Background: an optimization exercise with open tools, aiming at small area and few clock cycles per item. Do not read the settings as production practice.
At most, simulation tests tie the RTL to the original design; equivalence was not proved.
Only the layout flow was run in run 1; the RTL was not checked for function there.

## flow/design.v (module list and top-level ports; edited modules follow where they fit)
// module dsp_mac_pipe: 1021 lines
module dsp_mac_pipe (
  input  logic               CLK,
  input  logic               RSTN,
  input  logic               IN_VALID,
  output logic               IN_READY,
  input  logic signed [17:0] A,
  input  logic signed [17:0] B,
  input  logic signed [17:0] D,
  input  logic signed [47:0] C,
  input  logic [3:0]         OPMODE,
  output logic               OUT_VALID,
  input  logic               OUT_READY,
  output logic signed [47:0] P,
  output logic               CARRYOUT,
  output logic               OVERFLOW
);
  // ...
==> flow/flow/run.sh <==
#!/bin/bash
# The standard ORFS layout (the standard.sh), with these changes:
# - the port buffers that global placement inserts on every input and output
#   are sky130_fd_sc_hd__buf_1 instead of the tool's default pick; timing
#   repair still resizes any of them that need more drive;
# - Yosys's synth runs without its early "abc -fast" pass, so the full adders
#   that ORFS extracts keep the polarity the RTL writes them in (the final ABC
#   mapping and everything else are unchanged);
# - clock tree synthesis uses smaller clock buffers, larger sink clusters and
#   no dummy loads.
set -euo pipefail
bash standard.sh "BUFFER_PORTS_ARGS=-buffer_cell sky130_fd_sc_hd__buf_1" "SYNTH_ARGS=-noabc" \
  "CTS_ARGS=-sink_clustering_enable -repair_clock_nets -buf_list {sky130_fd_sc_hd__clkbuf_4 sky130_fd_sc_hd__clkbuf_8} -sink_clustering_size 30 -sink_clustering_max_diameter 100 -dont_use_dummy_load" \
  finish > standard.log 2>&1
==> flow/standard.sh <==
#!/bin/bash
# synth_recipe.tcl (not shown) runs the flow's synth.tcl, then flattens the netlist and writes it again
# the make line also repeats each setting of config.mk as NAME=value (left out here)
make -C /OpenROAD-flow-scripts/flow DESIGN_CONFIG=/design/flow/config.mk WORK_HOME=/design/flow/orfs CLKGATE_MAP_FILE= SYNTH_SCRIPT=/design/flow/synth_recipe.tcl "${@:-finish}"
==> flow/config.mk <==
export PLATFORM = sky130hd
export DESIGN_NAME = dsp_mac_pipe
export DESIGN_NICKNAME = dsp_mac_pipe
export VERILOG_FILES = /design/flow/design.v
export SDC_FILE = /design/flow/constraint.sdc
export NUM_CORES = 4
export LEC_CHECK = 0
export CAP_MARGIN = 20
export CORE_MARGIN = 2
export CORE_UTILIZATION = 40
export GPL_TIMING_DRIVEN = 0
export SLEW_MARGIN = 20
==> flow/constraint.sdc <==
create_clock -name core_clock -period 7.0 [get_ports {CLK}]
set_input_delay 1.4000 -clock core_clock [delete_from_list [all_inputs] [get_ports {CLK}]]
set_output_delay 1.4000 -clock core_clock [all_outputs]
set_load 0.01 [all_outputs]
==> flow_summary.json, run 1 <==
{
  "drc": 0,
  "nets": 1947,
  "status": "no timing/DRC/antenna violations",
  "clockRootBuffer": "clkbuf_8",
  "yosysUniqueCellTypes": 72,
  "synth-simple-area-share_pct": 7.40,
  "dpl.cell_count": 2072,
  "ctsHoldBuffers": 0,
  "path_cells": "clkbuf_1, nor2b_1, a21oi_2, clkbuf_1, o22ai_1, xnor2_1, fa_1, fa_1, fa_1, fa_1, ha_1, buf_6, a21oi_4, o21ai_1, a221oi_2, o211ai_1, buf_4, nand4_2, a21oi_4, o31a_1, o31a_1",
  "clock_buffers": 17,
  "cp-startpoint": "a1_q[9]",
  "maxCapViolations": 0,
  "synth_nets": 1767,
  "insertion_delay_ns": 0.51,
  "nFillCells": 3741,
  "hold_end": "cnt_q[2]",
  "yosys.area_share.adder_pct": 29.9,
  "design_area_um2": 17100,
  "path_buf_inv": 4,
  "post_cts_resize_count": 9,
  "die-area_um2": 40300,
  "design.seq.count": 143,
  "synthMostInstantiatedCell": "xnor2_1"
}
==> inputs of run 2 (changes only) <==
--- a/flow/design.v
+++ b/flow/design.v
@@ -153,27 +153,25 @@
   end
   logic [18:0] pre;
   logic [18:0] a_ext;
   logic [8:0]  one, two, neg;
   assign pre   = pre1_q;
   assign a_ext = {a1_q, 1'b0};
   always_comb begin
     for (int i = 0; i < 9; i++) begin
-      one[i] = a_ext[2*i+1] ^ a_ext[2*i];
-      two[i] = ((a_ext[2*i+2] & ~a_ext[2*i+1] & ~a_ext[2*i]) |
+      one[i] = v1_q & (a_ext[2*i+1] ^ a_ext[2*i]);
+      two[i] = v1_q & ((a_ext[2*i+2] & ~a_ext[2*i+1] & ~a_ext[2*i]) |
                        (~a_ext[2*i+2] & a_ext[2*i+1] & a_ext[2*i]));
       neg[i] = v1_q & (a_ext[2*i+2] ^ op1_q[1]);
     end
   end
-  logic [18:0] pre_v;
   logic [19:0] pre2, pre1;
-  assign pre_v = pre & {19{v1_q}};
-  assign pre1 = {pre_v[18], pre_v};
-  assign pre2 = {pre_v, 1'b0};
+  assign pre1 = {pre[18], pre};
+  assign pre2 = {pre, 1'b0};
   logic [19:0] y0, y1, y2, y3, y4, y5, y6, y7, y8;
   assign y0 = (({20{one[0]}} & pre1) | ({20{two[0]}} & pre2)) ^ {20{neg[0]}};
   assign y1 = (({20{one[1]}} & pre1) | ({20{two[1]}} & pre2)) ^ {20{neg[1]}};
   assign y2 = (({20{one[2]}} & pre1) | ({20{two[2]}} & pre2)) ^ {20{neg[2]}};
   assign y3 = (({20{one[3]}} & pre1) | ({20{two[3]}} & pre2)) ^ {20{neg[3]}};
   assign y4 = (({20{one[4]}} & pre1) | ({20{two[4]}} & pre2)) ^ {20{neg[4]}};
   assign y5 = (({20{one[5]}} & pre1) | ({20{two[5]}} & pre2)) ^ {20{neg[5]}};
   assign y6 = (({20{one[6]}} & pre1) | ({20{two[6]}} & pre2)) ^ {20{neg[6]}};
==> flow/config.mk (replaced) <==
export PLATFORM = sky130hd
export DESIGN_NAME = dsp_mac_pipe
export DESIGN_NICKNAME = dsp_mac_pipe
export VERILOG_FILES = /design/flow/design.v
export SDC_FILE = /design/flow/constraint.sdc
export NUM_CORES = 4
export LEC_CHECK = 0
export CAP_MARGIN = 20
export CORE_MARGIN = 2
export CORE_UTILIZATION = 40
export SLEW_MARGIN = 20
==> flow_summary.json, run 2 <==
{
  "finalCritPeriodShare_pct": 92.4,
  "diodes": 0,
  "place_area_um2": 17000,
  "ctsHoldBuffers": 0,
  "cpMostUsedCell": "fa_1",
  "nFillCells": 3707,
  "cts-buffers-inserted": 17,
  "fin_ws_ns": 0.534,
  "setup_violations": 0,
  "start_util_pct": 40.5,
  "nets": 1890,
  "synth-seq-area-share_pct": 27.2,
  "ys_ff_latch": 143,
  "reg2regPathDepth": 19,
  "setup-tns-final_ns": 0,
  "cts_tree": "done",
  "yosys.area.top_type_share_pct": 26.3,
  "async_reset_ff_share_pct": 4.20,
  "avgRoutedWirePerCell_um": 21.0,
  "rows": 72,
  "cts_buffer_depth": 2,
  "layout.cells.non_filler": 2030,
  "ys_top_cells_by_count": "xnor2_1, fa_1, a22oi_1",
  "slew_headroom_pct": 35.1,
  "largestRegisters": "c1_q x48, r_q x48, pre1_q x19",
  "drv_slew": 0,
  "synth_edf_count": 137,
  "hold_violations": 0,
  "drive_above_1_share_pct": 9.06,
  "clkSlewWorstSetupHoldPaths_ns": 0.08,
  "fp.dieW_um": 202,
  "grt_pass1_wl_mm": 68.0,
  "postSynthCellCount": 1374,
  "yosysWarnings": 1,
  "worst_setup_path_start_kind": "register",
  "gr-usage-all-layers_pct": 21.9,
  "via_count": 11100,
  "crit_path_end_kind": "register",
  "multi_input_area_um2": 10800,
  "insertion_delay_ns": 0.53,
  "grt_antenna_before_repair": 0,
  "dpl.cell_count": 2013,
  "grt_max_degree": 68,
  "path_cells": "or3b_2, a21boi_4, a22oi_1, xnor2_1, fa_1, fa_1, fa_1, fa_1, fa_1, ha_1, a211o_1, a21o_1, nor3_2, a2111oi_0, buf_4, nor3_2, o21bai_2, a21oi_1, xnor2_1",
  "clockRootBuffer": "clkbuf_8",
  "final_common_cell": "xnor2_1",
  "timing.hold.ws_ns": 0.571,
  "register_area_um2": 4260,
  "fmax_mhz": 155,
  "syn_area_um2": 15700,
  "fp.coreArea_um2": 38600,
  "fin_skew_ns": 0.0266,
  "drc": 0,
  "avgSynthCellArea_um2": 11.4,
  "pin_count": 162,
  "die-area_um2": 40800,
  "cts_max_level": 4,
  "clock-sinks": 143,
  "layout_common_cells": "xnor2_1, fa_1, a22oi_1",
  "place.gp.congestion": 0.923,
  "cp_max_fo": 12,
  "yosysUniqueCellTypes": 63,
  "finalCriticalPeriod_ns": 6.47,
  "max_stage_delay_ns": 0.53,
  "yosysTopAreaCell": "edfxtp_1",
  "maxCapViolations": 0,
  "synth_area_leaders": "edfxtp_1, fa_1, xnor2_1",
  "drt_first_iter_violations": 709,
  "rsz0062_at_grt": "no",
  "synth_nets": 1750,
  "pre_cts_ws_ns": 0.320,
  "dr.pass1.iters": 5,
  "port-buffer-count": 161,
  "crit_required_ns": 7.29,
  "hold_depth": 1,
  "antenna_left": 0,
  "crit_type": "register to register",
  "synthFlopType": "edfxtp_1",
  "design_area_um2": 17200,
  "hpwlAfterDp_mm": 33.5,
  "overflow": 0,
  "synthMostInstantiatedCell": "xnor2_1",
  "tightest_slew_ns": 0.974,
  "hold_path.class": "register to register",
  "area_growth_pct": 10.1,
  "slowest_stage": "fa_1",
  "die_h_um": 202,
  "final_util_pct": 44.6,
  "via_per_inst": 5.47,
  "status": "no timing/DRC/antenna violations",
  "cp.arrival_ns": 6.75,
  "grt_pass1_vias": 11900,
  "wirelength_mm": 42.6
}
-- run 2: cell types whose count changed after synthesis, moves of 11 or more --
cell     previous run  this run
nand2_1            56        39
a22oi_1            51       162
a21oi_1            42        21
and2_1             37        50
o22ai_1           109         2
xnor2_1           222       208
mux2i_1            25        51
buf_2               8        19
-- run 2: area by class of cell --
cell class | count | share of cell area (%)
clock buffer | 17 | 1.36
inverter | 64 | 1.39
multi-input combinational | 1063 | 62.5
sequential | 143 | 24.7
tap | 518 | 3.76
timing repair buffer | 225 | 6.29
-- run 2: worst max-delay path, delay by kind of cell (launching register included) --
family,cells,cell delay [ns]
AO/OA/AOI/OAI,7,1.57
XOR/XNOR,2,0.36
adder cells (fa/ha/maj),6,2.52
buffers and inverters,1,0.18
flip-flops,1,0.47
AND/OR/NAND/NOR,3,1.11
-- run 2: logic make-up (layout without fill, tap and decap cells) --
family | count (synthesis) | count (layout) | synth area share [%]
and+or+nand+nor | 179 | 179 | 6.19
muxes | 74 | 74 | 4.91
adders and majority gates | 266 | 266 | 29.5
buffers and inverters | 168 | 306 | 4.18
xor gates and xnor gates | 255 | 255 | 14.3
DFF | 143 | 143 | 27.2
AOI/OAI and AO/OA | 289 | 289 | 13.7
-- run 2: layer usage --
metal	vias to the layer above	track usage, %	wire length [um]
li1	5128	-	-
met1	5581	28.9	19000
met2	330	35.7	20300
met3	60	3.87	2110
met4	0	8.56	1200
met5	-	0	0
-- run 2: worst paths after layout --
| kind | start | end | slack, ns |
|---|---|---|---|
| min | cnt_q[2] | cnt_q[2] | 0.57 |
| max | a1_q[3] | r_q[38] | 0.53 |
| max in group asynchronous | RSTN | vld_q | 5.99 |
| min reg2reg | cnt_q[2] | cnt_q[2] | 0.57 |
| max reg2reg | a1_q[3] | r_q[38] | 0.53 |
| min in group asynchronous | RSTN | cnt_q[0] | 0.74 |
-- run 2: timing repair --
item,CTS,global route
resized for setup,0,3
buffers inserted,0,0
setup endpoints to repair,0,1
Testbench counts of run 2, summed over its fixed seeds: cycles 32,062, items 32,046.

[port drivers added, routing unchanged]
No port has a modelled driver above. Below, the same layouts with a new extraction and two added sets of constraints.
Step 1, drivers: a clkbuf_16 drives CLK and a buf_2 each remaining input, both assumed.
Step 2 moves the port delays by t, midway between the first and last clock arrival at a register: inputs arrive t later, outputs are due t later. That takes back most of the time a late clock gives input paths.
Three values: ideal, step 1, step 2; two values: the first two.
| run | t (ns) | setup slack, ns | clock arrival spread, ns | worst register clock-pin slew, ns | cell pins on the clock port's net |
|---|---|---|---|---|---|
| run 1 | 0.548 | 0.341 / 0.341 / 0.341 | 0.032 / 0.031 | 0.09 / 0.09 | 1 |
| run 2 | 0.566 | 0.534 / 0.534 / 0.534 | 0.026 / 0.027 | 0.08 / 0.08 | 1 |
After both steps setup and hold are still met in every run listed.
